This is an optimization exercise on Yosys and OpenROAD, whose aim is small area, a short achievable clock period and few clock cycles per item, not a production implementation. Where RTL was checked, it was by simulation tests only, not by an equivalence proof against the original. Power is estimated from default activity; no workload was simulated.

== alpha ==
## linear_scan_register_allocator_unit
module linear_scan_register_allocator_unit #(
  parameter int MAX_REGS = lsra_pkg::MAX_REGS_DEF
) (
  input  logic                        clk,
  input  logic                        rst_n,
  input  logic                        in_valid,
  output logic                        in_ready,
  input  logic [lsra_pkg::VAR_W-1:0]   in_var_id,
  input  logic [lsra_pkg::POINT_W-1:0] in_start_point,
  input  logic [lsra_pkg::POINT_W-1:0] in_end_point,
  output logic                        out_valid,
  input  logic                        out_ready,
  output logic [lsra_pkg::VAR_W-1:0]   out_var,
  output logic                        out_spilled,
  output logic [lsra_pkg::REG_IDX_W-1:0] out_reg_index,
  output logic [lsra_pkg::SLOT_W-1:0]  out_stack_slot,
  output logic                        out_last,
  input  logic                        psel,
  input  logic                        penable,
  input  logic                        pwrite,
  input  logic [lsra_pkg::CFG_AW-1:0] paddr,
  input  logic [lsra_pkg::CFG_DW-1:0] pwdata,
  output logic [lsra_pkg::CFG_DW-1:0] prdata,
  output logic                        pready
);
  logic [lsra_pkg::NUM_REGS_W-1:0] num_regs;
  lsra_cfg u_cfg (
    .clk      (clk),
    .rst_n    (rst_n),
    .psel     (psel),
    .penable  (penable),
    .pwrite   (pwrite),
    .paddr    (paddr),
    .pwdata   (pwdata),
    .prdata   (prdata),
    .pready   (pready),
    .num_regs (num_regs)
  );
  lsra_ctrl #(
    .MAX_REGS (MAX_REGS)
  ) u_ctrl (
    .clk      (clk),
    .rst_n    (rst_n),
    .num_regs (num_regs),
    .in_valid       (in_valid),
    .in_ready       (in_ready),
    .in_var_id      (in_var_id),
    .in_start_point (in_start_point),
    .in_end_point   (in_end_point),
  ...
Settings: LEC_CHECK=0, ABC_AREA=1, CAP_MARGIN=20, CORE_MARGIN=2, CORE_UTILIZATION=40, CTS_CLUSTER_DIAMETER=100, CTS_CLUSTER_SIZE=25, SETUP_SLACK_MARGIN=4.5, SLEW_MARGIN=20; clock period 8.0 ns.
run.sh (not shown) runs the stock make flow with config.mk's settings and CLKGATE_MAP_FILE= SYNTH_SCRIPT=/design/flow/synth_recipe.tcl, a recipe that flattens the netlist after the stock synthesis.
Testbench counts of alpha, summed over its fixed seeds: cycles 14,328, items 12,000.
Modified inputs, beta compared to alpha
--- a/flow/design.v
+++ b/flow/design.v
@@ -209,14 +209,14 @@
       hv_r    <= 1'b0;
       sv_r    <= 1'b0;
     end else begin
       if (in_ready)     va_r <= in_valid;
       if (move_ab)      vb_r <= 1'b1;
       else if (go)      vb_r <= 1'b0;
+      pw_r <= go ? w_oh : '0;
       if (go) begin
-        pw_r    <= w_oh;
         valid_r <= valid_nx;
         pend2_r <= steal;
         if (spill) slot_r <= slot_inc;
       end else if (fire2) begin
         pend2_r <= 1'b0;
         slot_r  <= slot_inc;
@@ -250,22 +250,18 @@
   always_ff @(posedge clk) begin
     for (int r = 0; r < N; r++) begin
       if (go && w_oh[r]) begin
         tend_r[r] <= bend_r;
         tvar_r[r] <= bvar_r;
       end
-      if (go) begin
-        if (grant)      rank_r[r] <= er[r] + {3'd0, ~gq[r]};
-        else if (steal) rank_r[r] <= er[r] - {3'd0, gq[r]};
-        else            rank_r[r] <= er[r];
-      end
-    end
-    if (go) begin
-      pq_r   <= qnew;
-      ptop_r <= grant ? ~cnt_t[0] : ~cnt_t[1];
+      if (go && grant)      rank_r[r] <= er[r] + {3'd0, ~gq[r]};
+      else if (go && steal) rank_r[r] <= er[r] - {3'd0, gq[r]};
+      else                  rank_r[r] <= er[r];
     end
+    pq_r   <= qnew;
+    ptop_r <= grant ? ~cnt_t[0] : ~cnt_t[1];
   end
   logic h_g, h_t, h_sp;
   assign h_g  = head_r[SW+9];
   assign h_t  = head_r[SW+8];
   assign h_sp = ~h_g & ~h_t;
   assign out_valid      = hv_r;
Findings:
Going from alpha to beta, placeable core region comparable; count of endpoints failing hold in the final timing report comparable. beta vs alpha: setup slack down in beta. The number of vias per cell number comes out higher for beta vs alpha. Vias after detailed routing (beta over alpha): increase, about 2.5%. Compared with alpha, beta shows die area lower by about 0.37%. Relative to alpha, switching power of the nets has gone up in beta. beta: full flow OK, the timing, DRC and antenna checks passed. A critical path capture point of prdata[3] is what beta shows, while prdata[4] belongs to alpha. Relative to alpha, final antenna diode count increased by 2 in beta. Overall power after layout, beta vs alpha: up by more than 10%.
No functional check of the RTL was part of beta.

==> afterwards: timing with drivers on the ports <==
How much do the figures lean on ideal ports? The routed layouts below were timed once more, with nothing changed but the port constraints.
Step 1 assumes that a clkbuf_16 drives the clock port and a buf_2 every other input.
Step 2 also shifts input and output timing later by t, the mid clock arrival at the registers, as if the neighbouring blocks saw the same clock.
a / b / c = ideal / step 1 / step 2; a / b = the first two.
run	shift t [ns]	setup WS [ns]	cell pins on the clock port's net
alpha	0.705	4.479 / 4.440 / 4.440	1
beta	0.704	4.466 / 4.418 / 3.889	1
After both steps setup and hold are still met in every run listed. The setup slack of beta, which loses most, moves by -0.048 ns with the drivers and by -0.577 ns with both steps.
